This is an optimization exercise on Yosys and OpenROAD, whose aim is small area, a short achievable clock period and few clock cycles, not a production implementation.
No run shown here included a check of the RTL's function; only the layout flow was run.
Power and IR drop assume default switching activity.

==> flow/design.v <==
package cled_pkg;
  localparam int MaxLen = 16;
  localparam int LenW = $clog2(MaxLen + 1);
  localparam int IdxW = (MaxLen > 1) ? $clog2(MaxLen) : 1;
  typedef enum logic [1:0] {
    OP_APPEND_A = 2'd0,
    OP_APPEND_B = 2'd1,
    OP_RUN      = 2'd2,
    OP_NONE     = 2'd3
  } op_t;
  typedef enum logic [1:0] {
    TAG_EQUAL  = 2'd0,
    TAG_DELETE = 2'd1,
    TAG_INSERT = 2'd2,
    TAG_WHOLE  = 2'd3
  } tag_t;
endpackage
module cled_ram #(
  parameter int Width = 8,
  parameter int Depth = 32
) (
  input  logic                     clk,
  input  logic                     we,
  input  logic [$clog2(Depth)-1:0] waddr,
  input  logic [Width-1:0]         wdata,
  input  logic [$clog2(Depth)-1:0] raddr,
  output logic [Width-1:0]         rdata
);
  logic [Width-1:0] mem [Depth];
  always_ff @(posedge clk) begin
    if (we) begin
      mem[waddr] <= wdata;
    end
    rdata <= mem[raddr];
  end
endmodule
module char_lcs_edit_script_unit (
  input  logic       clk,
  input  logic       rst,
  input  logic       start,
  output logic       busy,
  input  logic [1:0] op,
  input  logic [7:0] ch,
  output logic       strobe,
  output logic [1:0] tag,
  output logic [7:0] ch_res,
  output logic       last,
  output logic       overflow
);
  localparam int ML = cled_pkg::MaxLen;
  typedef enum logic [2:0] {
    S_IDLE,
    S_REF0,
    S_REF,
    S_TRACE,
    S_EMIT,
    S_FINAL
  } st_t;
  st_t state;
  logic        busy_r, strobe_r, last_r, dropped, tab_ok, all_d, cur_k, at_m;
  logic        pa, pb, pr, pb2;
  logic [7:0]  ch_r;
  logic        tw_v, tw_rec, d_r;
  logic [1:0]  tag_r;
  logic [7:0]  chres_r;
  logic [4:0]  len_a, len_b, ba, ta, ei;
  logic [3:0]  wslot, tw_slot;
  logic [15:0] prev_v, mt_r;
  logic [16:0] mask, cur_mask;
  logic [7:0]  mem_a [ML];
  logic [7:0]  mem_b [ML];
  logic [15:0] tab [ML];
  logic acc, acc_a, acc_b, acc_run, app_a, app_b, full_a, full_b;
  assign full_a = len_a[4] | ((len_a == 5'd15) & pa);
  assign full_b = len_b[4] | ((len_b == 5'd15) & pb);
  assign acc = start & ~busy_r & ~rst;
  assign acc_a = acc & (op == cled_pkg::OP_APPEND_A);
  assign acc_b = acc & (op == cled_pkg::OP_APPEND_B);
  assign acc_run = acc & (op == cled_pkg::OP_RUN);
  assign app_a = acc_a & ~full_a;
  assign app_b = acc_b & ~full_b;
  logic [7:0]  cmp_ch, rd_b;
  logic [15:0] mt;
  always_comb begin
    rd_b = mem_b[ba[3:0]];
    cmp_ch = (state == S_IDLE) ? ch_r : rd_b;
    for (int k = 0; k < ML; k++) mt[k] = (mem_a[k] == cmp_ch);
  end
  logic [15:0] vnew, hc;
  logic [15:0] gg [5];
  logic [15:0] pp [5];
  always_comb begin
    gg[0] = mt_r & ~prev_v;
    pp[0] = ~prev_v;
    for (int l = 0; l < 4; l++) begin
      for (int k = 0; k < ML; k++) begin
        if (k >= (1 << l)) begin
          gg[l+1][k] = gg[l][k] | (pp[l][k] & gg[l][k-(1<<l)]);
          pp[l+1][k] = pp[l][k] & pp[l][k-(1<<l)];
        end else begin
          gg[l+1][k] = gg[l][k];
          pp[l+1][k] = pp[l][k];
        end
      end
    end
    hc = gg[4];
    vnew[0] = mt_r[0] | prev_v[0];
    for (int k = 1; k < ML; k++) vnew[k] = ~hc[k-1] & (mt_r[k] | prev_v[k]);
  end
  logic [16:0] mrow, sq, tt, newmask;
  logic        d;
  always_comb begin
    mrow = {mt_r, 1'b0};
    sq = {mt_r | prev_v, 1'b1} & mask;
    tt = sq;
    tt = tt | (tt >> 1);
    tt = tt | (tt >> 2);
    tt = tt | (tt >> 4);
    tt = tt | (tt >> 8);
    tt = tt | (tt >> 16);
    d = |(sq & mrow & ~(tt >> 1));
    newmask = (tt >> 1) | (sq & ~mrow);
  end
  logic [16:0] moh;
  logic [4:0]  mbin;
  always_comb begin
    moh = mask & ~(mask >> 1);
    for (int b = 0; b < 5; b++) begin
      mbin[b] = 1'b0;
      for (int k = 0; k < 17; k++) if (((k >> b) & 1) == 1) mbin[b] = mbin[b] | moh[k];
    end
  end
  logic       f_del, f_eq, f_ident, f_last;
  logic [1:0] f_tag;
  logic [7:0] f_ch;
  always_comb begin
    f_del = newmask[1];
    f_eq = ~tt[2] & sq[1] & mrow[1];
    f_ident = all_d & f_eq & (len_a == len_b);
    f_last = ~f_del && (len_b == 5'd1) && (f_eq ? (len_a == 5'd1) : (len_a == '0));
    f_ch = (f_del | f_eq) ? mem_a[0] : mem_b[0];
    f_tag = f_del ? cled_pkg::TAG_DELETE : (f_eq ? cled_pkg::TAG_EQUAL : cled_pkg::TAG_INSERT);
  end
  logic [4:0]  ei1, ni;
  logic        del, eqs, step, lastn, ident;
  logic [1:0]  etag;
  logic [7:0]  ech;
  logic [15:0] rec;
  logic [16:0] rec_mask;
  logic [15:0] cm_hi;
  always_comb begin
    rec = tab[ta[3:0]];
    for (int k = 0; k < 17; k++) rec_mask[k] = (5'(k) <= rec[4:0]);
    ei1 = ei + 5'd1;
    cm_hi = cur_mask[16:1];
    del = at_m ? (ei < len_a) : (cm_hi[ei[3:0]] & ~ei[4]);
    eqs = ~del & cur_k;
    step = ~del;
    ni = (del | eqs) ? ei1 : ei;
    lastn = ((del | eqs) ? (ei1 == len_a) : (ei == len_a)) && (step ? (ta == len_b) : at_m);
    ech = (del | eqs) ? mem_a[ei[3:0]] : rd_b;
    etag = del ? cled_pkg::TAG_DELETE : (eqs ? cled_pkg::TAG_EQUAL : cled_pkg::TAG_INSERT);
    ident = all_d & ~mask[1] & (len_a == len_b);
  end
  always_ff @(posedge clk) begin
    if (rst) begin
      state <= S_IDLE;
      busy_r <= 1'b0;
      strobe_r <= 1'b0;
      len_a <= '0;
      len_b <= '0;
      dropped <= 1'b0;
      tab_ok <= 1'b1;
      pa <= 1'b0;
      pb <= 1'b0;
      pr <= 1'b0;
      pb2 <= 1'b0;
    end else begin
      pa <= app_a;
      pb <= app_b;
      pr <= acc_run;
      pb2 <= pb;
      if (acc_run) busy_r <= 1'b1;
      if (pa) begin
        len_a <= len_a + 5'd1;
        if (len_b != '0) tab_ok <= 1'b0;
      end
      if (pb) len_b <= len_b + 5'd1;
      if ((acc_a & full_a) | (acc_b & full_b)) dropped <= 1'b1;
      case (state)
        S_IDLE:
          if (pr) begin
            if (len_b == '0) state <= S_EMIT;
            else if (tab_ok) state <= S_TRACE;
            else state <= S_REF0;
          end
        S_REF0: state <= S_REF;
        S_REF: if ({1'b0, wslot} == len_b - 5'd1) state <= S_TRACE;
        S_TRACE:
          if (wslot == 4'd0) begin
            strobe_r <= 1'b1;
            state <= (f_ident || f_last) ? S_FINAL : S_EMIT;
          end
        S_EMIT: begin
          strobe_r <= 1'b1;
          if (ident || lastn) state <= S_FINAL;
        end
        S_FINAL: begin
          strobe_r <= 1'b0;
          busy_r <= 1'b0;
          state <= S_IDLE;
          len_a <= '0;
          len_b <= '0;
          dropped <= 1'b0;
          tab_ok <= 1'b1;
        end
        default: state <= S_IDLE;
      endcase
    end
  end
  always_ff @(posedge clk) begin
    if (tw_v) tab[tw_slot] <= tw_rec ? {10'd0, d_r, mbin} : prev_v;
    tw_v <= pb2 | (state == S_REF) | (state == S_TRACE);
    tw_slot <= wslot;
    tw_rec <= (state == S_TRACE);
  end
  always_ff @(posedge clk) begin
    ch_r <= ch;
    if (pa) mem_a[len_a[3:0]] <= ch_r;
    if (pb) mem_b[len_b[3:0]] <= ch_r;
    if (state == S_IDLE && len_b == '0) prev_v <= '0;
    else if (pb2) prev_v <= vnew;
    case (state)
      S_IDLE: begin
        if (pb) begin
          mt_r <= mt;
          wslot <= len_b[3:0];
        end
        for (int k = 0; k < 17; k++) mask[k] <= (5'(k) <= len_a);
        all_d <= 1'b1;
        ei <= '0;
        if (tab_ok && len_b != '0) begin
          ba <= len_b - 5'd2;
          ta <= len_b - 5'd2;
        end else begin
          ba <= '0;
          ta <= 5'd1;
        end
        at_m <= (len_b == '0);
      end
      S_REF0: begin
        prev_v <= '0;
        mt_r <= mt;
        ba <= ba + 5'd1;
        wslot <= '0;
      end
      S_REF: begin
        prev_v <= vnew;
        if ({1'b0, wslot} == len_b - 5'd1) begin
          ba <= {1'b0, wslot} - 5'd1;
          ta <= {1'b0, wslot} - 5'd1;
        end else begin
          mt_r <= mt;
          ba <= ba + 5'd1;
          wslot <= wslot + 4'd1;
        end
      end
      S_TRACE: begin
        prev_v <= rec;
        mt_r <= mt;
        wslot <= wslot - 4'd1;
        mask <= newmask;
        d_r <= d;
        all_d <= all_d & d;
        if (wslot == 4'd0) begin
          ei <= (f_del | f_eq) ? 5'd1 : 5'd0;
          if (f_del) begin
            ba <= '0;
            ta <= 5'd1;
            cur_mask <= newmask;
            cur_k <= d;
            at_m <= 1'b0;
          end else begin
            ba <= 5'd1;
            ta <= 5'd2;
            cur_mask <= mask;
            cur_k <= d_r;
            at_m <= (len_b == 5'd1);
          end
          if (f_ident) begin
            tag_r <= cled_pkg::TAG_WHOLE;
            chres_r <= '0;
            last_r <= 1'b1;
          end else begin
            tag_r <= f_tag;
            chres_r <= f_ch;
            last_r <= f_last;
          end
        end else begin
          ba <= ba - 5'd1;
          ta <= ta - 5'd1;
        end
      end
      S_EMIT: begin
        ei <= ni;
        if (step) begin
          ba <= ta;
          ta <= ta + 5'd1;
          cur_mask <= rec_mask;
          cur_k <= rec[5];
          at_m <= (ta == len_b);
        end
        if (ident) begin
          tag_r <= cled_pkg::TAG_WHOLE;
          chres_r <= '0;
          last_r <= 1'b1;
        end else begin
          tag_r <= etag;
          chres_r <= ech;
          last_r <= lastn;
        end
      end
      default: ;
    endcase
  end
  assign busy = busy_r;
  assign strobe = strobe_r;
  assign tag = tag_r;
  assign ch_res = chres_r;
  assign last = last_r;
  assign overflow = dropped;
endmodule
==> flow/run.sh <==
#!/bin/bash
# synth_recipe.tcl (not shown) runs the flow's synth.tcl, then flattens the netlist and writes it again
# the make line also repeats each setting of config.mk as NAME=value (left out here)
make -C /OpenROAD-flow-scripts/flow DESIGN_CONFIG=/design/flow/config.mk WORK_HOME=/design/flow/orfs CLKGATE_MAP_FILE= SYNTH_SCRIPT=/design/flow/synth_recipe.tcl finish
==> flow/config.mk <==
export PLATFORM = sky130hd
export DESIGN_NAME = char_lcs_edit_script_unit
export DESIGN_NICKNAME = char_lcs_edit_script_unit
export VERILOG_FILES = /design/flow/design.v
export SDC_FILE = /design/flow/constraint.sdc
export NUM_CORES = 4
export LEC_CHECK = 0
export CAP_MARGIN = 20
export CORE_MARGIN = 2
export CORE_UTILIZATION = 40
export SETUP_SLACK_MARGIN = 4.8
export SLEW_MARGIN = 20
==> flow/constraint.sdc <==
create_clock -name core_clock -period 7.5 [get_ports {clk}]
set_input_delay 1.5000 -clock core_clock [delete_from_list [all_inputs] [get_ports {clk}]]
set_output_delay 1.5000 -clock core_clock [all_outputs]
set_load 0.01 [all_outputs]
==> results of run 1 <==
## placed cells by master (no fill, tap or decap), types with 23 or more instances in the layout
| master | instances |
|---|---|
| nor2_1 | 71 |
| nand4_1 | 48 |
| a21oi_1 | 43 |
| ha_1 | 25 |
| and2_1 | 28 |
| nand2_1 | 75 |
| edfxtp_1 | 609 |
| buf_4 | 114 |
| xor2_1 | 140 |
| dfxtp_1 | 30 |
| clkbuf_16 | 70 |
| mux2i_1 | 32 |
| mux4_2 | 155 |
| xnor2_1 | 23 |
| inv_1 | 38 |
| o21ai_0 | 51 |
## metrics by stage
step	std cells	power [W]	cell area, µm²	setup slack, ns
global route	3007	0.00987	34800	4.56
floorplan	1852	0.00545	29600	4.85
global placement	2778	0.00589	31000	3.85
finish	3007	0.00955	34800	4.68
CTS	2964	0.00950	34200	4.66
detailed placement	2778	0.00591	31000	3.88
## state kept, by name (all words and copies together) (netlist names), 3 cells and up, named ones only
register,count
ba,4
ch_r,8
chres_r,8
cur_mask,16
ei,5
len_a,5
len_b,5
mask,16
mem_a,128
mem_b,128
mt_r,16
prev_v,16
state,3
ta,5
tab,256
tw_slot,4
wslot,4
## logic make-up (layout without fill, tap and decap cells)
family | after synthesis | count (layout) | share of synthesized area (%)
AOI/OAI and AO/OA | 254 | 254 | 5.69
DFF | 656 | 656 | 64.9
and+or+nand+nor | 376 | 376 | 6.42
muxes | 224 | 224 | 14.5
buffers and inverters | 143 | 339 | 2.16
xor gates and xnor gates | 172 | 172 | 5.09
adders and majority gates | 27 | 27 | 1.17
## worst max path at each step
stage                                     start                     to  slack [ns]  depth (start not counted)
after floorplan           state[1]$_SDFFE_PP0P_     wslot[3]$_DFFE_PP_        4.85                         10
after global placement                 register     mt_r[12]$_DFFE_PP_        3.85                          8
after detailed placement               register  cur_mask[3]$_DFFE_PP_        3.88                          7
after CTS                              register     mt_r[13]$_DFFE_PP_        4.66                         10
after global routing                   register      mt_r[2]$_DFFE_PP_        4.56                         11
final                                  register      mt_r[4]$_DFFE_PP_        4.68                         11
## power groups by stage
| stage | combinational (W) | sequential, W | clock (W) |
|---|---|---|---|
| 2_1_floorplan | 0.00113 | 0.00432 | 0 |
| 3_3_place_gp | 0.00146 | 0.00443 | 0 |
| 3_5_place_dp | 0.00148 | 0.00443 | 0 |
| 4_1_cts | 0.00173 | 0.00432 | 0.00345 |
| 5_1_grt | 0.00195 | 0.00434 | 0.00357 |
| 6_report | 0.00183 | 0.00433 | 0.00339 |
## worst register-to-register path, stage by stage (launching register included)
cell and delay [ns]:
dfxtp_4 0.43, buf_6 0.13, buf_16 0.13, mux4_2 0.54, mux2i_4 0.19, mux2i_2 0.13, mux2i_4 0.20, buf_12 0.18
buf_4 0.14, xor2_1 0.15, nand4_1 0.17, nor2_2 0.24
## layout make-up
type / instances / area (µm²) / area share, %
Sequential cell: 656 / 19300 / 55.4
Multi-Input combinational cell: 1053 / 10200 / 29.4
Clock buffer: 84 / 1790 / 5.15
Timing Repair Buffer: 173 / 1710 / 4.91
Tap cell: 959 / 1200 / 3.45
Clock inverter: 39 / 424 / 1.22
Inverter: 43 / 181 / 0.521
## timing repair
item / 4_1_cts / 5_1_grt
buffers inserted: 57 / 42
pin swaps: 23 / 19
resized for setup: 146 / 47
setup endpoints to repair: 175 / 119
cloned: 6 / 1
## routing by layer
layer | part of all wire, % | GRT usage [%]
met5 | 0 | 0
met3 | 5.5 | 2.69
met1 | 42 | 27.2
met2 | 49 | 33.5
met4 | 3.1 | 6.53
==> run notes, run 1 <==
async set or reset register ratio after synthesis 0%; drt wl/cell 25.6 µm; vias in the first global route 17526; Max-Cap Viols 0; Post-Route Skew 0.0237 ns; VDD IR max 0.217 mV; clk sinks about 660; gr usage total 20.0%; count leader, synth edfxtp_1; Seq cells post-synth 656; PwrDens 274 nW/µm²; CTS hold repair buffers 0; GRT overflow 0; Post-synth EDFFs 609; syn_area_per_cell 16.0 µm²; FMAX 354 MHz; mapped cell area 29600 µm²; vias after detailed routing 17426; worst hold stages 1; Bufs and invs on worst path 4; DR pass1 iterations 16; chip width approximately 280 µm; initial antenna violation count 0; WHS 0.460 ns; drt total wl 77100 µm; switch share 26.9%; critical-path cell list buf_6 > buf_16 > mux4_2 > mux2i_4 > mux2i_2 > mux2i_4 > buf_12 > buf_4 > xor2_1 > nand4_1 > nor2_2; DR iter-0 viols ~1700; R2R Setup Slk 4.68 ns; Clock Latency Late Sink 0.61 ns; library cells used by synthesis 78; top-area cell type share of the netlist area just over 60%; LEAKAGE 11.6 nW; Worst setup SP type register; Core Box Area 73100 µm²; Slowest-stage cell, CP mux4_2; final RePlAce weighted congestion 0.912; initial core utilization 40.5%; largest stage delay on the critical path around 0.53 ns; Hold Vio Cnt, Final 0; Final setup viols 0; CP delay by family, top multiplexers; status timing/DRC/antenna clean; Pint 0.00698 W; relative slew slack between 20 and 25%; clk slew on worst S/H paths 0.06 ns; commonest cells in the netlist edfxtp_1 (609), mux4_2 (155), xor2_1 (149); Filler cells about 6200; CTS Buf Count 67; synth top area cells edfxtp_1 (62%), mux4_2 (12%), xor2_1 (4.4%); clock power share 35.5%; area leader, netlist edfxtp_1; Post-synth top flop edfxtp_1; number of port buffers 26; Worst R2R Path Depth 11; syn nets 1892; Gate power share 19.2%; ant diodes 0; sequential fraction of the synthesis area 64.9%; Vias/cell 5.80; die area 76200 µm²; fin crit share between 30% and 40%; crit-path most repeated cell mux2i_4; layout cells sized above 1 27.3%; WS Path Type reg -> reg; Req. time, crit path 7.92 ns; Flop pwr share 45.3%; area grow syn2layout 17.5%; DRC errors left 0; I/O Pins 27; crit end category register; synth warn 3; Clock Tree Buf Depth 3; global-route wire length before repair between 100000 and 150000 µm; CP max FO 14; Clock H-tree levels 3; hold path start pb2$_SDFF_PP0_; hold crit path type reg -> reg; Root Buffer clkbuf_16; TNS Setup 0 ns; switching power 0.00257 W; pin count of the biggest net entering global routing 40; remaining antenna violation count 0; post-DP HPWL 48300 µm; minimum clock period roughly 2.8 ns; final count of pins violating max slew 0; CTS tree yes; die height about 280 µm; measured slew at the worst slew-check pin 1.13 ns; Layout Utilization around 48%; R2R Path End mt_r[4]$_DFFE_PP_; Mapped Cells 1852; end of the worst hold path tw_v$_DFF_P_; Final nets 2034; WP data arrival 3.24 ns; Site Rows 99; RSZ-0062 raised after global routing true
==> run 2: changes to the inputs <==
--- a/flow/config.mk
+++ b/flow/config.mk
@@ -10,3 +10,3 @@
 export CORE_UTILIZATION = 40
-export SETUP_SLACK_MARGIN = 4.8
+export SETUP_SLACK_MARGIN = 5
 export SLEW_MARGIN = 20
==> run 2 against run 1 <==
Effect of this change:
- critical path depth fell by 2
- global-route usage grew 0.26 points
- largest power group unchanged
- clock power is 8.0% higher
- largest cell class unchanged
==> run notes, run 2 <==
Final nets 2106 (was 2034); dpl cell area 31000 µm² (about the same); FMAX 363 MHz (was 354 MHz); crit end category register (unchanged); Root Buffer clkbuf_16 (unchanged); R2R Path End mt_r[14]$_DFFE_PP_ (was mt_r[4]$_DFFE_PP_); sequential fraction of the synthesis area 64.9% (unchanged); Vias/cell 5.81 (was 5.80); top-area cell type share of the netlist area 61.8% (unchanged); end of the worst hold path tw_v$_DFF_P_ (unchanged); switch share 26.9% (about the same); Worst R2R Path Depth 9 (was 11); WP data arrival 3.18 ns (was 3.24 ns); Clock Latency Late Sink 0.62 ns (was 0.61 ns); drt total wl 78200 µm (was 77100 µm); Site Rows 99 (unchanged); most frequent cells in the layout edfxtp_1 (609), mux4_2 (155), buf_4 (153), xor2_1 (135) (was edfxtp_1 (609), mux4_2 (155), xor2_1 (140), buf_4 (114), nand2_1 (75)); mapped cell area 29600 µm² (unchanged); PwrDens 280 nW/µm² (was 274 nW/µm²); library cells used by synthesis 78 (unchanged); area grow syn2layout 22.4% (was 17.5%); layout cells sized above 1 32.7% (was 27.3%); Pint 0.00742 W (was 0.00698 W); Multi-input gate area 10700 µm² (was 10200 µm²); R2R Setup Slk 4.74 ns (was 4.68 ns); Seq cells post-synth 656 (unchanged); initial antenna violation count 0 (unchanged); number of port buffers 26 (unchanged); DP Cell Count 2777 (was 2778); syn nets 1892 (unchanged); worst hold stages 1 (unchanged); vias after detailed routing 17869 (was 17426); initial core utilization 40.5% (unchanged); relative slew slack 27.9% (was 24.4%); Post-Route Skew 0.0223 ns (was 0.0237 ns); PnR Total Power 0.0102 W (was 0.00955 W); Reg with most FFs tab (unchanged); gr usage total 20.3% (was 20.0%); CTS hold repair buffers 0 (unchanged); Seq. cell area 19300 µm² (about the same); syn_area_per_cell 16.0 µm² (unchanged); RSZ-0062 raised after global routing true (unchanged); Post-synth EDFFs 609 (unchanged); post-DP HPWL 47800 µm (was 48300 µm); minimum clock period 2.76 ns (was 2.82 ns); Req. time, crit path 7.93 ns (was 7.92 ns); Final Non-Filler Cells 3078 (was 3007); WS Path Type reg -> reg (unchanged); fin crit share 36.7% (was 37.6%); Max-Cap Viols 0 (unchanged); DR pass1 iterations 19 (was 16); area leader, netlist edfxtp_1 (unchanged); Filler cells 6055 (was 6236); Hold Vio Cnt, Final 0 (unchanged); synth top area cells edfxtp_1 (62%), mux4_2 (12%), xor2_1 (4.4%) (unchanged); die area 76200 µm² (unchanged); switching power 0.00274 W (was 0.00257 W); Post-synth top flop edfxtp_1 (unchanged); clock power share 36.0% (was 35.5%); Layout Utilization 49.6% (was 47.6%); global-route wire length before repair 116000 µm (was 115000 µm); die height 276 µm (unchanged); I/O Pins 27 (unchanged); CTS tree yes (unchanged); ant diodes 0 (unchanged); Worst setup SP type register (unchanged); clk sinks 656 (unchanged); final RePlAce weighted congestion 0.902 (was 0.912); hold crit path type reg -> reg (unchanged); clk slew on worst S/H paths 0.06 ns (about the same); GRT overflow 0 (unchanged); final count of pins violating max slew 0 (unchanged); vias in the first global route 17960 (was 17526); async set or reset register ratio after synthesis 0% (unchanged); VDD IR max 0.280 mV (was 0.217 mV); count leader, synth edfxtp_1 (unchanged); CP max FO 10 (was 14); Clock Tree Buf Depth 3 (unchanged); commonest non-fill, non-tap cell in the layout edfxtp_1 (unchanged); Largest register FFs 256 (unchanged); pin count of the biggest net entering global routing 64 (was 40); remaining antenna violation count 0 (unchanged); Core Box Area 73100 µm² (unchanged); hold path start pb2$_SDFF_PP0_ (unchanged); Mapped Cells 1852 (unchanged); Clock H-tree levels 3 (unchanged); chip width 276 µm (unchanged); synth warn 3 (unchanged); Flop pwr share 42.5% (was 45.3%); DR iter-0 viols 1757 (was 1688); CTS Buf Count 67 (unchanged); TNS Setup 0 ns (unchanged); Finished Cell Area 36200 µm² (was 34800 µm²); drt wl/cell 25.4 µm (was 25.6 µm); measured slew at the worst slew-check pin 1.08 ns (was 1.13 ns); DRC errors left 0 (unchanged); LEAKAGE 12.2 nW (was 11.6 nW); Final setup viols 0 (unchanged); Gate power share 21.5% (was 19.2%); commonest cells in the netlist edfxtp_1 (609), mux4_2 (155), xor2_1 (149) (unchanged); status timing/DRC/antenna clean (unchanged)
-- run 2: cell counts after synthesis --
Identical to the previous run, type by type.
-- run 2: cell type report --
| type | instances | share of cell area, % |
|---|---|---|
| repair buffers | 244 | 6.85 |
| well taps | 959 | 3.31 |
| multi-input cells | 1054 | 29.5 |
| clock inverters | 46 | 1.80 |
| flip-flops and latches | 656 | 53.2 |
| inverters | 43 | 0.508 |
| clock buffers | 76 | 4.84 |
-- run 2: critical path, cell delays in order (launching register included) --
cell     delay [ns]
dfxtp_4        0.47
buf_16         0.17
mux4_2         0.55
mux2i_2        0.21
mux2i_4        0.12
mux2i_4        0.30
buf_8          0.20
xor2_1         0.16
nand4_1        0.16
nor2_2         0.24
-- run 2: power groups by stage --
stage | Sequential (W) | Combinational (W) | Clock, W
3_5_place_dp | 0.00441 | 0.00151 | 0
2_1_floorplan | 0.00432 | 0.00114 | 0
6_report | 0.00432 | 0.00218 | 0.00366
3_3_place_gp | 0.00440 | 0.00149 | 0
5_1_grt | 0.00433 | 0.00231 | 0.00386
4_1_cts | 0.00432 | 0.00196 | 0.00371
-- run 2: kinds of logic (layout without fill, tap and decap cells) --
kind of cell	after synthesis	count (layout)	share of synthesized area [%]
xor gates and xnor gates	172	172	5.09
muxes	224	224	14.5
adders and majority gates	27	27	1.17
AOI/OAI and AO/OA	254	254	5.69
buffers and inverters	143	409	2.16
DFF	656	656	64.9
and+or+nand+nor	376	377	6.42
-- run 2: worst max-delay path by stage --
| stage | from | to | slack (ns) | depth (start not counted) |
|---|---|---|---|---|
| floorplan | ei[1]$_DFFE_PN_ | cur_k$_DFFE_PP_ | 4.96 | 6 |
| global placement | state[2]$_SDFFE_PP0P_ | mt_r[6]$_DFFE_PP_ | 3.63 | 6 |
| detailed placement | register | mt_r[6]$_DFFE_PP_ | 3.76 | 8 |
| CTS | tag_r[1]$_DFFE_PP_ | tag[1] | 4.74 | 1 |
| global route | register | mt_r[8]$_DFFE_PP_ | 4.62 | 9 |
| finish | register | mt_r[14]$_DFFE_PP_ | 4.74 | 9 |
-- run 2: per-stage QoR --
step | hold slack (ns) | setup slack, ns
final | 0.442 | 4.74
after floorplan | 0.375 | 4.96
after detailed placement | 0.426 | 3.76
after global routing | 0.473 | 4.62
after global placement | 0.433 | 3.63
after CTS | 0.446 | 4.74
-- run 2: timing repair --
action	CTS	global route
gates cloned	8	3
buffers inserted	104	64
pin swaps	40	49
gates resized for setup	233	93
endpoints found under the setup margin	205	182
-- run 2: metal layers --
metal	wire, µm	global-route usage, %	vias up
met3	4720	3.26	165
met1	32600	27.5	9258
li1	-	-	7757
met5	0	0	-
met2	38100	33.3	689
met4	2750	7.17	0
==> run 3: changes to the inputs <==
--- a/flow/design.v
+++ b/flow/design.v
@@ -54,2 +54,3 @@
     S_REF,
+    S_TR0,
     S_TRACE,
@@ -61,3 +62,3 @@
   logic        pa, pb, pr, pb2;
-  logic [7:0]  ch_r;
+  logic [7:0]  ch_r, bch;
   logic        tw_v, tw_rec, d_r;
@@ -82,6 +83,9 @@
   logic [7:0]  cmp_ch, rd_b;
+  logic [4:0]  idle_addr, rb_addr;
   logic [15:0] mt;
   always_comb begin
-    rd_b = mem_b[ba[3:0]];
-    cmp_ch = (state == S_IDLE) ? ch_r : rd_b;
+    idle_addr = (tab_ok && len_b != '0) ? len_b - 5'd2 : '0;
+    rb_addr = (state == S_IDLE) ? idle_addr : ba;
+    rd_b = mem_b[rb_addr[3:0]];
+    cmp_ch = (state == S_IDLE) ? ch_r : bch;
     for (int k = 0; k < ML; k++) mt[k] = (mem_a[k] == cmp_ch);
@@ -197,3 +201,4 @@
         S_REF0: state <= S_REF;
-        S_REF: if ({1'b0, wslot} == len_b - 5'd1) state <= S_TRACE;
+        S_REF: if ({1'b0, wslot} == len_b - 5'd1) state <= S_TR0;
+        S_TR0: state <= S_TRACE;
         S_TRACE:
@@ -228,2 +233,3 @@
     ch_r <= ch;
+    bch <= rd_b;
     if (pa) mem_a[len_a[3:0]] <= ch_r;
@@ -242,6 +248,6 @@
         if (tab_ok && len_b != '0) begin
-          ba <= len_b - 5'd2;
+          ba <= len_b - 5'd3;
           ta <= len_b - 5'd2;
         end else begin
-          ba <= '0;
+          ba <= (len_b == '0) ? 5'd0 : 5'd1;
           ta <= 5'd1;
@@ -267,2 +273,3 @@
       end
+      S_TR0: ba <= ba - 5'd1;
       S_TRACE: begin
--- a/flow/config.mk
+++ b/flow/config.mk
@@ -10,3 +10,3 @@
 export CORE_UTILIZATION = 40
-export SETUP_SLACK_MARGIN = 5
+export SETUP_SLACK_MARGIN = 4.8
 export SLEW_MARGIN = 20
==> run 3 against run 2 <==
Effect of this change:
- still clean on timing, DRC and antenna
- via count increased by 3.6%
- die area grew 0.90%
- final area shrank 2.3%
- global-route usage is 0.64 points higher
- flip-flop and latch count rose by 4
- hold slack improved by 0.028 ns
- fmax fell by 12%
- highest routed layer unchanged
==> run notes, run 3 <==
Post-synth top flop edfxtp_1 (unchanged); vias after detailed routing 18504 (was 17869); sequential fraction of the synthesis area 64.6% (was 64.9%); count leader, synth edfxtp_1 (unchanged); WP data arrival 3.49 ns (was 3.18 ns); Core Box Area 74200 µm² (was 73100 µm²); syn nets 2024 (was 1892); gr usage total 20.9% (was 20.3%); Mapped Cells 1983 (was 1852); CTS tree yes (unchanged); GRT overflow 0 (unchanged); ant diodes 0 (unchanged); Final setup viols 0 (unchanged); Post-synth EDFFs 609 (unchanged); Flop pwr share 36.7% (was 42.5%); FMAX 321 MHz (was 363 MHz); async set or reset register ratio after synthesis 0% (unchanged); Worst setup SP type register (unchanged); die height 277 µm (was 276 µm); clk slew on worst S/H paths 0.06 ns (about the same); syn_area_per_cell 15.1 µm² (was 16.0 µm²); pin count of the biggest net entering global routing 37 (was 64); CTS Buf Count 70 (was 67); synth warn 3 (unchanged); Post-Route Skew 0.0264 ns (was 0.0223 ns); DP Cell Count 2927 (was 2777); CP max FO 5 (was 10); initial core utilization 40.3% (was 40.5%); Site Rows 100 (was 99); Clock H-tree levels 3 (unchanged); switching power 0.00506 W (was 0.00274 W); crit end category register (unchanged); area leader, netlist edfxtp_1 (unchanged); final count of pins violating max slew 0 (unchanged); chip width 277 µm (was 276 µm); top-area cell type share of the netlist area 61.2% (was 61.8%); Multi-input gate area 10500 µm² (was 10700 µm²); Clock Tree Buf Depth 3 (unchanged); Final Non-Filler Cells 3158 (was 3078); library cells used by synthesis 73 (was 78); Final nets 2174 (was 2106); layout cells sized above 1 25.3% (was 32.7%); measured slew at the worst slew-check pin 1.04 ns (was 1.08 ns); global-route wire length before repair 120000 µm (was 116000 µm); switch share 35.7% (was 26.9%); fin crit share 41.6% (was 36.7%); Req. time, crit path 7.87 ns (was 7.93 ns); Filler cells 6226 (was 6055); DRC errors left 0 (unchanged); Hold Vio Cnt, Final 0 (unchanged); most frequent cells in the layout edfxtp_1 (609), xor2_1 (149), mux4_2 (137), buf_4 (116), nand2_1 (111) (was edfxtp_1 (609), mux4_2 (155), buf_4 (153), xor2_1 (135)); number of port buffers 26 (unchanged); synth top area cells edfxtp_1 (61%), mux4_2 (10%), xor2_1 (4.4%) (was edfxtp_1 (62%), mux4_2 (12%), xor2_1 (4.4%)); minimum clock period 3.12 ns (was 2.76 ns); Pint 0.00909 W (was 0.00742 W); Seq. cell area 19400 µm² (was 19300 µm²); Seq cells post-synth 660 (was 656); TNS Setup 0 ns (unchanged); remaining antenna violation count 0 (unchanged); I/O Pins 27 (unchanged); Vias/cell 5.86 (was 5.81); area grow syn2layout 18.4% (was 22.4%); drt total wl 81500 µm (was 78200 µm); commonest cells in the netlist edfxtp_1 (609), xor2_1 (149), mux4_2 (137) (was edfxtp_1 (609), mux4_2 (155), xor2_1 (149)); relative slew slack 30.7% (was 27.9%); hold crit path type reg -> reg (unchanged); Largest register FFs 256 (unchanged); Max-Cap Viols 0 (unchanged); Clock Latency Late Sink 0.62 ns (about the same); mapped cell area 29900 µm² (was 29600 µm²); commonest non-fill, non-tap cell in the layout edfxtp_1 (unchanged); final RePlAce weighted congestion 0.877 (was 0.902); drt wl/cell 25.8 µm (was 25.4 µm); Worst R2R Path Depth 10 (was 9); LEAKAGE 12.0 nW (was 12.2 nW); RSZ-0062 raised after global routing true (unchanged); clock power share 24.0% (was 36.0%); DR iter-0 viols 1974 (was 1757); WS Path Type reg -> reg (unchanged); PwrDens 400 nW/µm² (was 280 nW/µm²); post-DP HPWL 50700 µm (was 47800 µm); vias in the first global route 18291 (was 17960); Reg with most FFs tab (unchanged); initial antenna violation count 0 (unchanged); VDD IR max 0.184 mV (was 0.280 mV); CTS hold repair buffers 0 (unchanged); clk sinks 660 (was 656); worst hold stages 2 (was 1); status timing/DRC/antenna clean (unchanged); Gate power share 39.3% (was 21.5%); DR pass1 iterations 6 (was 19); Root Buffer clkbuf_16 (unchanged); die area 76900 µm² (was 76200 µm²)
-- run 3: cell types whose count changed after synthesis, sizes merged, moves of 17 or more --
cell    previous run  this run
buf               47        30
a21oi             46        72
clkbuf            53        75
nor2              99       122
nand3             21        39
mux4             155       138
mux2i             52        32
nand2             79       116
-- run 3: path summary, 6_finish.rpt --
kind                         startpoint               endpoint  slack [ns]
hold / removal    strobe_r$_SDFFE_PP0P_  strobe_r$_SDFFE_PP0P_        0.47
setup / recovery  len_b[0]$_SDFFE_PP0P_   chres_r[4]$_DFFE_PP_        4.38
hold reg to reg   strobe_r$_SDFFE_PP0P_  strobe_r$_SDFFE_PP0P_        0.47
setup reg to reg  len_b[0]$_SDFFE_PP0P_   chres_r[4]$_DFFE_PP_        4.38
-- run 3: cells by family after synthesis --
kind of cell	count (synthesis)	share of synthesized area, %
adder cells (fa/ha/maj)	28	1.20
XOR/XNOR	173	5.07
AO/OA/AOI/OAI	311	7.07
buffers and inverters	150	2.03
flip-flops	660	64.6
multiplexers	189	12.2
AND/OR/NAND/NOR	472	7.79
-- run 3: repair_timing --
item | in CTS | in global routing
setup buffers | 52 | 37
gates cloned | 10 | 2
pin swaps | 19 | 17
setup endpoints to repair | 182 | 107
gates resized for setup | 162 | 57
-- run 3: per-layer routing --
metal  share of wire (%)  GRT usage, %
met4                 2.2          5.62
met3                 6.5          2.65
met5                   0             0
met2                  49          34.4
met1                  43          29.5
-- run 3: critical path, cell delays in order (launching register included) --
cell and delay [ns]:
dfxtp_4 0.36, inv_4 0.06, ha_4 0.14, or4b_4 0.51
nand2_8 0.12, o21a_4 0.15, buf_12 0.12, mux4_2 0.51
a22o_1 0.23, a211o_1 0.32, a221o_1 0.36
-- run 3: final cells by class --
type                            count  area share, %
Clock buffer                       87           5.28
Clock inverter                     41           1.08
Inverter                           45          0.527
Multi-Input combinational cell   1174           29.6
Sequential cell                   660           54.7
Tap cell                          969           3.43
Timing Repair Buffer              181           5.31
Timing Repair inverter              1         0.0141
-- run 3: power by group through the flow --
stage | clock [W] | sequential, W | combinational [W]
floorplan | 0 | 0.00498 | 0.00329
global placement | 0 | 0.00534 | 0.00433
detailed placement | 0 | 0.00534 | 0.00436
CTS | 0.00345 | 0.00519 | 0.00516
global route | 0.00360 | 0.00523 | 0.00590
finish | 0.00340 | 0.00519 | 0.00556
-- run 3: per-stage QoR --
step | power, W | cell area (µm²) | hold slack, ns | util [%] | setup slack [ns]
after floorplan | 0.00826 | 30000 | 0.346 | - | 4.44
after global placement | 0.00967 | 31500 | 0.466 | 42.4 | 3.57
after detailed placement | 0.00970 | 31500 | 0.460 | 42.4 | 3.52
after CTS | 0.0138 | 34800 | 0.479 | 46.8 | 4.39
after global routing | 0.0147 | 35400 | 0.498 | 47.7 | 4.34
final | 0.0142 | 35400 | 0.470 | 47.7 | 4.38
==> run 4: changes to the inputs <==
--- a/flow/design.v
+++ b/flow/design.v
@@ -54,3 +54,2 @@
     S_REF,
-    S_TR0,
     S_TRACE,
@@ -61,4 +60,4 @@
   logic        busy_r, strobe_r, last_r, dropped, tab_ok, all_d, cur_k, at_m;
-  logic        pa, pb, pr, pb2;
-  logic [7:0]  ch_r, bch;
+  logic        pa, pb, pr, pb2, del_r;
+  logic [7:0]  ch_r;
   logic        tw_v, tw_rec, d_r;
@@ -67,3 +66,3 @@
   logic [4:0]  len_a, len_b, ba, ta, ei;
-  logic [3:0]  wslot, tw_slot;
+  logic [3:0]  wslot, tw_slot, lbm1;
   logic [15:0] prev_v, mt_r;
@@ -83,9 +82,6 @@
   logic [7:0]  cmp_ch, rd_b;
-  logic [4:0]  idle_addr, rb_addr;
   logic [15:0] mt;
   always_comb begin
-    idle_addr = (tab_ok && len_b != '0) ? len_b - 5'd2 : '0;
-    rb_addr = (state == S_IDLE) ? idle_addr : ba;
-    rd_b = mem_b[rb_addr[3:0]];
-    cmp_ch = (state == S_IDLE) ? ch_r : bch;
+    rd_b = mem_b[ba[3:0]];
+    cmp_ch = (state == S_IDLE) ? ch_r : rd_b;
     for (int k = 0; k < ML; k++) mt[k] = (mem_a[k] == cmp_ch);
@@ -147,4 +143,5 @@
   end
-  logic [4:0]  ei1, ni;
-  logic        del, eqs, step, lastn, ident;
+  logic [4:0]  ei1, ei2, ni;
+  logic        del, eqs, step, lastn, ident, tam, c1, c2, c3, del_nx;
+  logic [14:0] cm_lo;
   logic [1:0]  etag;
@@ -153,3 +150,2 @@
   logic [16:0] rec_mask;
-  logic [15:0] cm_hi;
   always_comb begin
@@ -158,4 +154,10 @@
     ei1 = ei + 5'd1;
-    cm_hi = cur_mask[16:1];
-    del = at_m ? (ei < len_a) : (cm_hi[ei[3:0]] & ~ei[4]);
+    ei2 = ei + 5'd2;
+    cm_lo = cur_mask[16:2];
+    tam = (ta == len_b);
+    c1 = at_m ? (ei1 < len_a) : ((ei[3:0] != 4'd15) & ~ei[4] & cm_lo[ei[3:0]]);
+    c2 = tam ? (ei1 < len_a) : (ei2 <= rec[4:0]);
+    c3 = tam ? (ei < len_a) : (ei1 <= rec[4:0]);
+    del = del_r;
+    del_nx = del ? c1 : (cur_k ? c2 : c3);
     eqs = ~del & cur_k;
@@ -191,3 +193,6 @@
       end
-      if (pb) len_b <= len_b + 5'd1;
+      if (pb) begin
+        len_b <= len_b + 5'd1;
+        lbm1 <= len_b[3:0];
+      end
       if ((acc_a & full_a) | (acc_b & full_b)) dropped <= 1'b1;
@@ -201,4 +206,3 @@
         S_REF0: state <= S_REF;
-        S_REF: if ({1'b0, wslot} == len_b - 5'd1) state <= S_TR0;
-        S_TR0: state <= S_TRACE;
+        S_REF: if (wslot == lbm1) state <= S_TRACE;
         S_TRACE:
@@ -233,3 +237,2 @@
     ch_r <= ch;
-    bch <= rd_b;
     if (pa) mem_a[len_a[3:0]] <= ch_r;
@@ -248,6 +251,6 @@
         if (tab_ok && len_b != '0) begin
-          ba <= len_b - 5'd3;
+          ba <= len_b - 5'd2;
           ta <= len_b - 5'd2;
         end else begin
-          ba <= (len_b == '0) ? 5'd0 : 5'd1;
+          ba <= '0;
           ta <= 5'd1;
@@ -255,2 +258,3 @@
         at_m <= (len_b == '0);
+        del_r <= (len_a != '0);
       end
@@ -264,3 +268,3 @@
         prev_v <= vnew;
-        if ({1'b0, wslot} == len_b - 5'd1) begin
+        if (wslot == lbm1) begin
           ba <= {1'b0, wslot} - 5'd1;
@@ -273,3 +277,2 @@
       end
-      S_TR0: ba <= ba - 5'd1;
       S_TRACE: begin
@@ -289,2 +292,3 @@
             at_m <= 1'b0;
+            del_r <= newmask[2];
           end else begin
@@ -295,2 +299,4 @@
             at_m <= (len_b == 5'd1);
+            if (len_b == 5'd1) del_r <= f_eq ? (len_a > 5'd1) : (len_a != '0);
+            else del_r <= f_eq ? mask[2] : mask[1];
           end
@@ -312,2 +318,3 @@
         ei <= ni;
+        del_r <= del_nx;
         if (step) begin
==> run 4 against run 3 <==
Effect of this change:
- hold slack improved by 0.020 ns
- synthesized cell count grew 8.2%
- die area up 5.1%
- clock skew increased by 0.0078 ns
- largest power group is now sequential cells
- highest routed layer unchanged
- critical path type unchanged
==> run notes, run 4 <==
die height 284 µm (was 277 µm); initial antenna violation count 1 (was 0); initial core utilization 40.5% (was 40.3%); DRC errors left 0 (unchanged); pin count of the biggest net entering global routing 49 (was 37); DR pass1 iterations 6 (unchanged); fin crit share 40.2% (was 41.6%); commonest cells in the netlist edfxtp_1 (613), nor2_1 (134), mux4_2 (131) (was edfxtp_1 (609), xor2_1 (149), mux4_2 (137)); die area 80800 µm² (was 76900 µm²); DP Cell Count 3145 (was 2927); commonest non-fill, non-tap cell in the layout edfxtp_1 (unchanged); number of port buffers 26 (unchanged); Compound-Gate Fraction of Synth Area 9.05% (was 7.07%); area grow syn2layout 18.2% (was 18.4%); Clock H-tree levels 3 (unchanged); FMAX 332 MHz (was 321 MHz); minimum clock period 3.01 ns (was 3.12 ns); xor/xnor cell area share of the yosys netlist 4.74% (was 5.07%); Root Buffer clkbuf_16 (unchanged); Flop pwr share 41.1% (was 36.7%); Clock Latency Late Sink 0.64 ns (was 0.62 ns); syn nets 2201 (was 2024); CTS tree yes (unchanged); global-route wire length before repair 136000 µm (was 120000 µm); clk slew on worst S/H paths 0.06 ns (about the same); Post-Route Skew 0.0342 ns (was 0.0264 ns); TNS Setup 0 ns (unchanged); syn_area_per_cell 14.6 µm² (was 15.1 µm²); Pint 0.00748 W (was 0.00909 W); PnR Total Power 0.0105 W (was 0.0142 W); CTS Buf Count 70 (unchanged); WS Path Type reg -> reg (unchanged); R2R Path End del_r$_DFFE_PP_ (was chres_r[4]$_DFFE_PP_); CP max FO 7 (was 5); mapped cell area 31400 µm² (was 29900 µm²); drt wl/cell 27.5 µm (was 25.8 µm); Gate power share 24.9% (was 39.3%); Req. time, crit path 7.95 ns (was 7.87 ns); post-DP HPWL 59500 µm (was 50700 µm); LEAKAGE 12.5 nW (was 12.0 nW); dpl cell area 32900 µm² (was 31500 µm²); area leader, netlist edfxtp_1 (unchanged); async set or reset register ratio after synthesis 0% (unchanged); Final nets 2340 (was 2174); I/O Pins 27 (unchanged); count leader, synth edfxtp_1 (unchanged); GRT overflow 0 (unchanged); measured slew at the worst slew-check pin 1.08 ns (was 1.04 ns); vias after detailed routing 20562 (was 18504); switch share 29.1% (was 35.7%); post-synthesis mux area share 13.0% (was 12.2%); chip width 284 µm (was 277 µm); most frequent cells in the layout edfxtp_1 (613), mux4_2 (137), nor2_1 (117), buf_4 (106), nand2_1 (93) (was edfxtp_1 (609), xor2_1 (149), mux4_2 (137), buf_4 (116), nand2_1 (111)); sequential fraction of the synthesis area 61.6% (was 64.6%); Post-synth top flop edfxtp_1 (unchanged); drt total wl 93000 µm (was 81500 µm); Largest register FFs 256 (unchanged); largest stage delay on the critical path 0.56 ns (was 0.51 ns); clk sinks 660 (unchanged); remaining antenna violation count 0 (unchanged); Hold Vio Cnt, Final 0 (unchanged); DR iter-0 viols 2626 (was 1974); vias in the first global route 20059 (was 18291); PwrDens 284 nW/µm² (was 400 nW/µm²); crit end category register (unchanged); WHS 0.490 ns (was 0.470 ns); layout cells sized above 1 25.5% (was 25.3%); Vias/cell 6.08 (was 5.86); switching power 0.00306 W (was 0.00506 W); Worst R2R Path Depth 11 (was 10); gr usage total 22.6% (was 20.9%); Slowest-stage cell, CP mux4_2 (was or4b_4); Post-Synth Simple-Gate Area 7.50% (was 7.79%); Mapped Cells 2146 (was 1983); RSZ-0062 raised after global routing true (unchanged); VDD IR max 0.203 mV (was 0.184 mV); top-area cell type share of the netlist area 58.6% (was 61.2%); library cells used by synthesis 80 (was 73); critical-path cell list mux4_2 > mux4_2 > inv_4 > ha_4 > nor2b_4 > o21a_1 > o211ai_1 > a21oi_2 > a21oi_2 > a31oi_1 > o211ai_1 (was inv_4 > ha_4 > or4b_4 > nand2_8 > o21a_4 > buf_12 > mux4_2 > a22o_1 > a211o_1 > a221o_1); R2R Setup Slk 4.49 ns (was 4.38 ns); clock power share 34.0% (was 24.0%); Core Box Area 77600 µm² (was 74200 µm²); largest family of logic cells by synthesized area multiplexers (unchanged); Max-Cap Viols 0 (unchanged); Seq cells post-synth 660 (unchanged); relative slew slack 27.7% (was 30.7%); CTS hold repair buffers 0 (unchanged); synth warn 3 (unchanged); Post-synth EDFFs 613 (was 609); Final setup viols 0 (unchanged); Reg with most FFs tab (unchanged); final count of pins violating max slew 0 (unchanged); synth top area cells edfxtp_1 (59%), mux4_2 (9.4%), dfxtp_1 (3.0%) (was edfxtp_1 (61%), mux4_2 (10%), xor2_1 (4.4%)); WP data arrival 3.46 ns (was 3.49 ns); Clock Tree Buf Depth 3 (unchanged); crit path to del_r$_DFFE_PP_ (was chres_r[4]$_DFFE_PP_); hold crit path type reg -> reg (unchanged); final RePlAce weighted congestion 0.949 (was 0.877); Final Non-Filler Cells 3381 (was 3158); status timing/DRC/antenna clean (unchanged); Site Rows 102 (was 100); Finished Cell Area 37100 µm² (was 35400 µm²); Worst setup SP type register (unchanged); ant diodes 0 (unchanged); adder-cell share of the synthesized area 1.70% (was 1.20%)
[run 4: worst max-delay path: cells and delay by family, from the launching register on]
family	cells	cell delay (ns)
mux	2	1.07
compound gates	6	0.90
flops	1	0.42
fa+ha+maj	1	0.20
simple gates	1	0.12
buf+inv	1	0.11
[run 4: logic make-up after synthesis]
| kind of cell | Yosys count |
|---|---|
| AND/OR/NAND/NOR | 466 |
| multiplexers | 213 |
| AO/OA/AOI/OAI | 421 |
| buffers and inverters | 179 |
| flip-flops | 660 |
| XOR/XNOR | 165 |
| adder cells (fa/ha/maj) | 42 |
[run 4: timing repair]
item | in CTS | in global routing
pin swaps | 36 | 30
gates cloned | 3 | 1
gates resized for setup | 207 | 56
buffers inserted | 72 | 31
setup endpoints to repair | 147 | 65
[run 4: through the flow]
| stage | setup WS (ns) | utilization [%] |
|---|---|---|
| after floorplan | 4.55 | - |
| after global placement | 3.52 | 42.4 |
| after detailed placement | 3.44 | 42.4 |
| after CTS | 4.50 | 47.1 |
| after global routing | 4.39 | 47.9 |
| final | 4.49 | 47.9 |
[run 4: power by group through the flow]
stage	combinational [W]	sequential [W]	clock, W
global route	0.00276	0.00434	0.00378
floorplan	0.00144	0.00433	0
CTS	0.00242	0.00432	0.00364
global placement	0.00189	0.00444	0
finish	0.00263	0.00433	0.00358
detailed placement	0.00191	0.00445	0
[run 4: per-layer routing]
layer  share of wire, %  up-vias  GRT usage (%)
met4                3.0        0           7.38
met5                  0        -              0
met3                8.7      182           3.92
met1                 43    10539           33.0
met2                 45     1085           34.3
li1                   -     8756              -
[run 4: final cells by class]
type,instances,area [µm²]
multi-input combinational,1307,12000
sequential,660,19400
timing repair buffer,185,1860
clock buffer,91,1880
clock inverter,37,505
inverter,61,231
fill,6687,40500
tap,1040,1300
[run 4: how the worst min path moves through the flow]
stage	slack, ns	cells after the start	from	to
after floorplan	0.41	1	pb2$_SDFF_PP0_	tw_v$_DFF_P_
after global placement	0.45	1	tab_ok$_SDFFE_PP1P_	tab_ok$_SDFFE_PP1P_
after detailed placement	0.46	1	tab_ok$_SDFFE_PP1P_	tab_ok$_SDFFE_PP1P_
after CTS	0.50	1	tab_ok$_SDFFE_PP1P_	tab_ok$_SDFFE_PP1P_
after global routing	0.52	1	tab_ok$_SDFFE_PP1P_	tab_ok$_SDFFE_PP1P_
final	0.49	1	tab_ok$_SDFFE_PP1P_	tab_ok$_SDFFE_PP1P_
==> run 5: changes to the inputs <==
--- a/flow/design.v
+++ b/flow/design.v
@@ -60,3 +60,3 @@
   logic        busy_r, strobe_r, last_r, dropped, tab_ok, all_d, cur_k, at_m;
-  logic        pa, pb, pr, pb2, del_r;
+  logic        pa, pb, del_r;
   logic [7:0]  ch_r;
@@ -81,2 +81,11 @@
   assign app_b = acc_b & ~full_b;
+  logic   lb_zero_nx, tab_ok_nx;
+  st_t    run_st;
+  always_comb begin
+    lb_zero_nx = (len_b == '0) & ~pb;
+    tab_ok_nx = tab_ok & ~(pa & (len_b != '0));
+    if (lb_zero_nx) run_st = S_EMIT;
+    else if (tab_ok_nx) run_st = S_TRACE;
+    else run_st = S_REF0;
+  end
   logic [7:0]  cmp_ch, rd_b;
@@ -88,3 +97,3 @@
   end
-  logic [15:0] vnew, hc;
+  logic [15:0] vnew, hc, em;
   logic [15:0] gg [5];
@@ -92,3 +101,4 @@
   always_comb begin
-    gg[0] = mt_r & ~prev_v;
+    em = pb ? mt : mt_r;
+    gg[0] = em & ~prev_v;
     pp[0] = ~prev_v;
@@ -106,4 +116,4 @@
     hc = gg[4];
-    vnew[0] = mt_r[0] | prev_v[0];
-    for (int k = 1; k < ML; k++) vnew[k] = ~hc[k-1] & (mt_r[k] | prev_v[k]);
+    vnew[0] = em[0] | prev_v[0];
+    for (int k = 1; k < ML; k++) vnew[k] = ~hc[k-1] & (em[k] | prev_v[k]);
   end
@@ -181,4 +191,2 @@
       pb <= 1'b0;
-      pr <= 1'b0;
-      pb2 <= 1'b0;
     end else begin
@@ -186,4 +194,2 @@
       pb <= app_b;
-      pr <= acc_run;
-      pb2 <= pb;
       if (acc_run) busy_r <= 1'b1;
@@ -199,8 +205,3 @@
       case (state)
-        S_IDLE:
-          if (pr) begin
-            if (len_b == '0) state <= S_EMIT;
-            else if (tab_ok) state <= S_TRACE;
-            else state <= S_REF0;
-          end
+        S_IDLE: if (acc_run) state <= run_st;
         S_REF0: state <= S_REF;
@@ -231,4 +232,4 @@
     if (tw_v) tab[tw_slot] <= tw_rec ? {10'd0, d_r, mbin} : prev_v;
-    tw_v <= pb2 | (state == S_REF) | (state == S_TRACE);
-    tw_slot <= wslot;
+    tw_v <= pb | (state == S_REF) | (state == S_TRACE);
+    tw_slot <= pb ? len_b[3:0] : wslot;
     tw_rec <= (state == S_TRACE);
@@ -239,4 +240,4 @@
     if (pb) mem_b[len_b[3:0]] <= ch_r;
-    if (state == S_IDLE && len_b == '0) prev_v <= '0;
-    else if (pb2) prev_v <= vnew;
+    if (pb) prev_v <= vnew;
+    else if (state == S_IDLE && len_b == '0) prev_v <= '0;
     case (state)
@@ -247,8 +248,8 @@
         end
-        for (int k = 0; k < 17; k++) mask[k] <= (5'(k) <= len_a);
+        for (int k = 0; k < 17; k++) mask[k] <= (5'(k) <= len_a) | (pa & (5'(k) == len_a + 5'd1));
         all_d <= 1'b1;
         ei <= '0;
-        if (tab_ok && len_b != '0) begin
-          ba <= len_b - 5'd2;
-          ta <= len_b - 5'd2;
+        if (tab_ok_nx && !lb_zero_nx) begin
+          ba <= pb ? len_b - 5'd1 : len_b - 5'd2;
+          ta <= pb ? len_b - 5'd1 : len_b - 5'd2;
         end else begin
@@ -257,4 +258,4 @@
         end
-        at_m <= (len_b == '0);
-        del_r <= (len_a != '0);
+        at_m <= lb_zero_nx;
+        del_r <= (len_a != '0) | pa;
       end
--- a/flow/config.mk
+++ b/flow/config.mk
@@ -10,3 +10,3 @@
 export CORE_UTILIZATION = 40
-export SETUP_SLACK_MARGIN = 4.8
+export SETUP_SLACK_MARGIN = 4.6
 export SLEW_MARGIN = 20
==> run 5 against run 4 <==
Effect of this change:
- power increased by 31%
- highest routed layer is now met5
- final area increased by 5.2%
- critical path depth up 3
- largest power group is now combinational logic
- sequential power grew 9.9%
- sequential share of layout area shrank 2.7 points
- hold slack worse by 0.0010 ns
- clock-buffer cell count unchanged
- synthesized area grew 3.3%
- critical endpoint is now prev_v[9]$_DFFE_PP_
==> run notes, run 5 <==
final setup margin 3.45 ns (was 4.49 ns); area grow syn2layout 20.3% (was 18.2%); Largest register FFs 256 (unchanged); post-DP HPWL 65700 µm (was 59500 µm); count leader, synth edfxtp_1 (unchanged); drt wl/cell 27.5 µm (about the same); vias after detailed routing 22634 (was 20562); initial antenna violation count 2 (was 1); minimum clock period 4.05 ns (was 3.01 ns); status timing/DRC/antenna clean (unchanged); R2R Setup Slk 3.45 ns (was 4.49 ns); final count of pins violating max slew 0 (unchanged); R2R Path End prev_v[9]$_DFFE_PP_ (was del_r$_DFFE_PP_); final RePlAce weighted congestion 1.02 (was 0.949); library cells used by synthesis 93 (was 80); crit end category register (unchanged); Root Buffer clkbuf_16 (unchanged); CP delay by family, top compound AO/OA/AOI/OAI gates (was multiplexers); LEAKAGE 13.2 nW (was 12.5 nW); Clock H-tree levels 3 (unchanged); DR iter-0 viols 2739 (was 2626); hold crit path type reg -> reg (unchanged); async set or reset register ratio after synthesis 0% (unchanged); PwrDens 354 nW/µm² (was 284 nW/µm²); sequential fraction of the synthesis area 59.5% (was 61.6%); CTS tree yes (unchanged); end of the worst hold path strobe_r$_SDFFE_PP0P_ (was tab_ok$_SDFFE_PP1P_); synth warn 3 (unchanged); I/O Pins 27 (unchanged); measured slew at the worst slew-check pin 1.12 ns (was 1.08 ns); commonest cells in the netlist edfxtp_1 (613), nand2_1 (153), nor2_1 (143) (was edfxtp_1 (613), nor2_1 (134), mux4_2 (131)); Worst setup SP type register (unchanged); Post-Route Skew 0.0312 ns (was 0.0342 ns); top-area cell type share of the netlist area 56.7% (was 58.6%); drt total wl 102000 µm (was 93000 µm); Reg with most FFs tab (unchanged); synth top area cells edfxtp_1 (57%), mux4_2 (8.7%), xor2_1 (2.9%) (was edfxtp_1 (59%), mux4_2 (9.4%), dfxtp_1 (3.0%)); relative slew slack 25.1% (was 27.7%); FMAX 247 MHz (was 332 MHz); CTS Buf Count 72 (was 70); chip width 289 µm (was 284 µm); VDD IR max 0.268 mV (was 0.203 mV); vias in the first global route 21667 (was 20059); Final nets 2634 (was 2340); Post-synth top flop edfxtp_1 (unchanged); clk slew on worst S/H paths 0.06 ns (about the same); RSZ-0062 raised after global routing true (unchanged); syn nets 2431 (was 2201); CP max FO 6 (was 7); Seq cells post-synth 658 (was 660); gr usage total 23.7% (was 22.6%); DRC errors left 0 (unchanged); initial core utilization 40.4% (was 40.5%); Core Box Area 80400 µm² (was 77600 µm²); WP data arrival 4.52 ns (was 3.46 ns); global-route wire length before repair 146000 µm (was 136000 µm); fin crit share 54.0% (was 40.2%); mapped cell area 32500 µm² (was 31400 µm²); commonest non-fill, non-tap cell in the layout edfxtp_1 (unchanged); critical-path cell list buf_12 > mux2i_1 > a22oi_1 > a21oi_1 > a22o_1 > o31ai_1 > and2_1 > a32o_2 > a211oi_4 > nand2_2 > a31oi_4 > buf_6 > nor2_2 > o21ai_1 (was mux4_2 > mux4_2 > inv_4 > ha_4 > nor2b_4 > o21a_1 > o211ai_1 > a21oi_2 > a21oi_2 > a31oi_1 > o211ai_1); DR pass1 iterations 8 (was 6); hold path start strobe_r$_SDFFE_PP0P_ (was tab_ok$_SDFFE_PP1P_); Mapped Cells 2373 (was 2146); Hold Vio Cnt, Final 0 (unchanged); Post-synth EDFFs 613 (unchanged); syn_area_per_cell 13.7 µm² (was 14.6 µm²); Max-Cap Viols 0 (unchanged); Final setup viols 0 (unchanged); Clock Tree Buf Depth 3 (unchanged); Site Rows 104 (was 102); clk sinks 658 (was 660); Vias/cell 6.13 (was 6.08); GRT overflow 0 (unchanged); worst hold stages 2 (was 1); Gate power share 40.8% (was 24.9%); Flop pwr share 34.4% (was 41.1%); Worst R2R Path Depth 14 (was 11); die height 289 µm (was 284 µm); clock power share 24.8% (was 34.0%); WS Path Type reg -> reg (unchanged); area leader, netlist edfxtp_1 (unchanged); Req. time, crit path 7.97 ns (was 7.95 ns); layout cells sized above 1 27.4% (was 25.5%); Bufs and invs on worst path 2 (was 1); number of port buffers 26 (unchanged); switching power 0.00502 W (was 0.00306 W); pre-CTS setup slack 2.33 ns (was 3.44 ns); Pint 0.00883 W (was 0.00748 W); most frequent cells in the layout edfxtp_1 (613), buf_4 (189), nand2_1 (147), mux4_2 (126), nor2_1 (123) (was edfxtp_1 (613), mux4_2 (137), nor2_1 (117), buf_4 (106), nand2_1 (93)); Clock Latency Late Sink 0.64 ns (about the same); switch share 36.3% (was 29.1%); TNS Setup 0 ns (unchanged); pin count of the biggest net entering global routing 38 (was 49); remaining antenna violation count 0 (unchanged); Filler cells 6879 (was 6687); Slowest-stage cell, CP a21oi_1 (was mux4_2); largest stage delay on the critical path 0.66 ns (was 0.56 ns); die area 83500 µm² (was 80800 µm²)
## run 5: cell types whose count changed in the layout (fill, tap and decap cells not counted), sizes merged, moves of 22 or more
| cell | before | now |
|---|---|---|
| xor2 | 77 | 107 |
| o21ai | 102 | 124 |
| nand2 | 101 | 153 |
| mux2i | 47 | 77 |
| a21oi | 83 | 111 |
| buf | 170 | 225 |
## run 5: worst max path at each step
| stage | end | slack [ns] | depth (start not counted) |
|---|---|---|---|
| after global routing | prev_v[15]$_DFFE_PP_ | 3.39 | 17 |
| final | prev_v[9]$_DFFE_PP_ | 3.45 | 14 |
| after floorplan | prev_v[15]$_DFFE_PP_ | 4.08 | 17 |
| after global placement | prev_v[15]$_DFFE_PP_ | 2.39 | 14 |
| after CTS | prev_v[15]$_DFFE_PP_ | 3.59 | 15 |
| after detailed placement | prev_v[15]$_DFFE_PP_ | 2.33 | 14 |
## run 5: power groups by stage
stage / Sequential [W] / Clock (W) / Combinational [W]
floorplan: 0.00464 / 0 / 0.00295
global placement: 0.00488 / 0 / 0.00391
detailed placement: 0.00489 / 0 / 0.00396
CTS: 0.00473 / 0.00349 / 0.00480
global route: 0.00478 / 0.00362 / 0.00591
finish: 0.00476 / 0.00343 / 0.00566
## run 5: final cells by class
cell class / count / area, µm² / share of cell area, %
diodes: 1 / 2.50 / 0.00640
clock buffers: 91 / 1900 / 4.87
clock inverters: 36 / 389 / 0.996
inverters: 51 / 219 / 0.560
repair buffers: 256 / 2320 / 5.95
multi-input cells: 1537 / 13600 / 34.7
flip-flops and latches: 658 / 19300 / 49.5
well taps: 1060 / 1330 / 3.39
## run 5: cells by family after synthesis
group | Yosys count | share of synthesized area [%]
AND/OR/NAND/NOR | 572 | 8.58
AO/OA/AOI/OAI | 489 | 10.4
flip-flops | 658 | 59.5
buffers and inverters | 180 | 2.40
multiplexers | 230 | 12.0
XOR/XNOR | 199 | 5.37
adder cells (fa/ha/maj) | 45 | 1.76
## run 5: metal layers
| metal | share of wire, % | vias up | wire length, µm | track usage [%] |
|---|---|---|---|---|
| li1 | - | 9684 | - | - |
| met1 | 40 | 11401 | 40700 | 32.0 |
| met2 | 48 | 1253 | 48300 | 39.0 |
| met3 | 7.9 | 294 | 8060 | 3.25 |
| met4 | 4.5 | 2 | 4540 | 8.78 |
| met5 | 0.011 | - | 11 | 0 |
## run 5: worst reg2reg max path, cell delays in order (launching register included)
cell      delay [ns]
dfxtp_4         0.44
buf_12          0.17
mux2i_1         0.34
a22oi_1         0.24
a21oi_1         0.66
a22o_1          0.25
o31ai_1         0.15
and2_1          0.21
a32o_2          0.30
a211oi_4        0.45
nand2_2         0.12
a31oi_4         0.29
buf_6           0.14
nor2_2          0.03
o21ai_1         0.12
## run 5: metrics by stage
| stage | power (W) | cell area (µm²) | hold WS [ns] | instances | utilization (%) |
|---|---|---|---|---|---|
| 2_1_floorplan | 0.00759 | 32600 | 0.432 | 2373 | - |
| 3_3_place_gp | 0.00879 | 34100 | 0.453 | 3394 | 42.4 |
| 3_5_place_dp | 0.00885 | 34100 | 0.469 | 3394 | 42.4 |
| 4_1_cts | 0.0130 | 37800 | 0.485 | 3613 | 47.0 |
| 5_1_grt | 0.0143 | 39100 | 0.516 | 3689 | 48.6 |
| 6_report | 0.0139 | 39100 | 0.489 | 3690 | 48.6 |
## run 5: repair_timing
| item | in CTS | in global routing |
|---|---|---|
| pin swaps | 32 | 53 |
| hold buffers | 0 | 0 |
| resized for setup | 153 | 131 |
| cloned | 2 | 7 |
| endpoints found under the setup margin | 167 | 80 |
| setup buffers | 90 | 68 |
==> run 6: changes to the inputs <==
--- a/flow/config.mk
+++ b/flow/config.mk
@@ -10,3 +10,3 @@
 export CORE_UTILIZATION = 40
-export SETUP_SLACK_MARGIN = 4.6
+export SETUP_SLACK_MARGIN = 4.8
 export SLEW_MARGIN = 20
==> run 6 against run 5 <==
Effect of this change:
- sequential share of layout area fell by 1.8 points
- global-route usage grew 0.80 points
- routed wire length grew 2.5%
- sequential power about the same
- synthesized cell count did not move
- via count up 1.3%
- worst setup slack better by 0.12 ns
- cell count rose by 1.5%
- first-iteration DRC count up 1.5%
- flip-flop and latch count unchanged
- non-clock buffer count increased by 52
- register-to-register slack gained 0.12 ns
- critical path type unchanged
- critical endpoint is now prev_v[15]$_DFFE_PP_
- highest routed layer is now met4
==> run notes, run 6 <==
crit end category register (unchanged); PwrDens 368 nW/µm² (was 354 nW/µm²); Req. time, crit path 7.86 ns (was 7.97 ns); syn nets 2431 (unchanged); Slowest-stage cell, CP dfxtp_4 (was a21oi_1); Final setup viols 0 (unchanged); critical-path cell list buf_4 > and2b_1 > a22oi_2 > a22oi_4 > buf_4 > buf_12 > nor2_1 > a2111oi_2 > a21oi_2 > a211oi_2 > buf_4 > o31ai_1 > or4_1 > a311o_1 > a21oi_2 > o31ai_1 (was buf_12 > mux2i_1 > a22oi_1 > a21oi_1 > a22o_1 > o31ai_1 > and2_1 > a32o_2 > a211oi_4 > nand2_2 > a31oi_4 > buf_6 > nor2_2 > o21ai_1); synth warn 3 (unchanged); gr usage total 24.5% (was 23.7%); I/O Pins 27 (unchanged); VDD IR max 0.233 mV (was 0.268 mV); DR pass1 iterations 6 (was 8); commonest non-fill, non-tap cell in the layout edfxtp_1 (unchanged); area leader, netlist edfxtp_1 (unchanged); area grow syn2layout 24.9% (was 20.3%); pin count of the biggest net entering global routing 43 (was 38); fin crit share 52.4% (was 54.0%); vias in the first global route 22375 (was 21667); Hold Vio Cnt, Final 0 (unchanged); async set or reset register ratio after synthesis 0% (unchanged); Bufs and invs on worst path 4 (was 2); vias after detailed routing 22930 (was 22634); post-DP HPWL 65700 µm (about the same); count leader, synth edfxtp_1 (unchanged); commonest cells in the netlist edfxtp_1 (613), nand2_1 (153), nor2_1 (143) (unchanged); Max-Cap Viols 0 (unchanged); library cells used by synthesis 93 (unchanged); sequential fraction of the synthesis area 59.5% (unchanged); Core Box Area 80400 µm² (unchanged); hold crit path type reg -> reg (unchanged); Root Buffer clkbuf_16 (unchanged); minimum clock period 3.93 ns (was 4.05 ns); clk slew on worst S/H paths 0.06 ns (about the same); Post-synth EDFFs 613 (unchanged); GRT overflow 0 (unchanged); measured slew at the worst slew-check pin 1.14 ns (was 1.12 ns); mapped cell area 32500 µm² (unchanged); final RePlAce weighted congestion 1.03 (was 1.02); status timing/DRC/antenna clean (unchanged); layout cells sized above 1 32.6% (was 27.4%); syn_area_per_cell 13.7 µm² (unchanged); worst hold stages 2 (unchanged); CTS tree yes (unchanged); Post-synth top flop edfxtp_1 (unchanged); CTS hold repair buffers 0 (unchanged); Seq cells post-synth 658 (unchanged); Post-Route Skew 0.0293 ns (was 0.0312 ns); Clock Tree Buf Depth 3 (unchanged); drt wl/cell 27.8 µm (was 27.5 µm)
## run 6: repair_timing
action / CTS / global route
endpoints found under the hold margin: 0 / 0
setup buffers: 148 / 67
setup endpoints to repair: 223 / 116
gates resized for setup: 327 / 167
gates cloned: 10 / 4
pin swaps: 82 / 75
## run 6: cells by family after synthesis
family	after synthesis	synth area share [%]
XOR/XNOR	199	5.37
buffers and inverters	180	2.40
AO/OA/AOI/OAI	489	10.4
AND/OR/NAND/NOR	572	8.58
flip-flops	658	59.5
adder cells (fa/ha/maj)	45	1.76
multiplexers	230	12.0
## run 6: path summary, 6_finish.rpt
kind	from	to	slack (ns)
min reg2reg	dropped$_SDFFE_PP0P_	dropped$_SDFFE_PP0P_	0.47
min	dropped$_SDFFE_PP0P_	dropped$_SDFFE_PP0P_	0.47
max reg2reg	register	prev_v[15]$_DFFE_PP_	3.57
max	register	prev_v[15]$_DFFE_PP_	3.57
## run 6: metal layers
layer	up-vias	GRT usage, %	routed length (µm)
li1	9788	-	-
met1	11689	32.6	41700
met2	1172	40.8	50400
met3	281	3.65	7580
met4	0	8.78	4330
met5	-	0	0
## run 6: area by class of cell
class	count	area, µm²
clock inverters	46	617
multi-input cells	1539	14300
clock buffers	83	1810
flip-flops and latches	658	19400
diodes	1	2.50
repair buffers	308	2920
fillers	6770	39900
well taps	1060	1330
repair inverters	1	11.3
inverters	51	243
## run 6: worst register-to-register path: stages, from the launching register on
cell       delay (ns)
dfxtp_4          0.43
buf_4            0.17
and2b_1          0.32
a22oi_2          0.21
a22oi_4          0.33
buf_4            0.18
buf_12           0.11
nor2_1           0.05
a2111oi_2        0.37
a21oi_2          0.12
a211oi_2         0.20
buf_4            0.16
o31ai_1          0.11
or4_1            0.42
a311o_1          0.29
a21oi_2          0.12
o31ai_1          0.08
## run 6: per-stage QoR
| stage | setup WS, ns | utilization [%] | instance area [µm²] | cells | total power, W |
|---|---|---|---|---|---|
| after floorplan | 4.08 | - | 32600 | 2373 | 0.00761 |
| after global placement | 2.33 | 42.4 | 34100 | 3386 | 0.00884 |
| after detailed placement | 2.30 | 42.4 | 34100 | 3387 | 0.00889 |
| after CTS | 3.61 | 48.7 | 39200 | 3674 | 0.0140 |
| after global routing | 3.45 | 50.4 | 40500 | 3746 | 0.0154 |
| final | 3.57 | 50.4 | 40500 | 3747 | 0.0149 |
## run 6: report_power, final
| part | internal [W] | switching [W] | leakage, nW | total, W |
|---|---|---|---|---|
| logic | 0.00300 | 0.00351 | 6.49 | 0.00651 |
| clock network | 0.00214 | 0.00153 | 1.17 | 0.00367 |
| registers | 0.00442 | 0.000320 | 6.11 | 0.00474 |
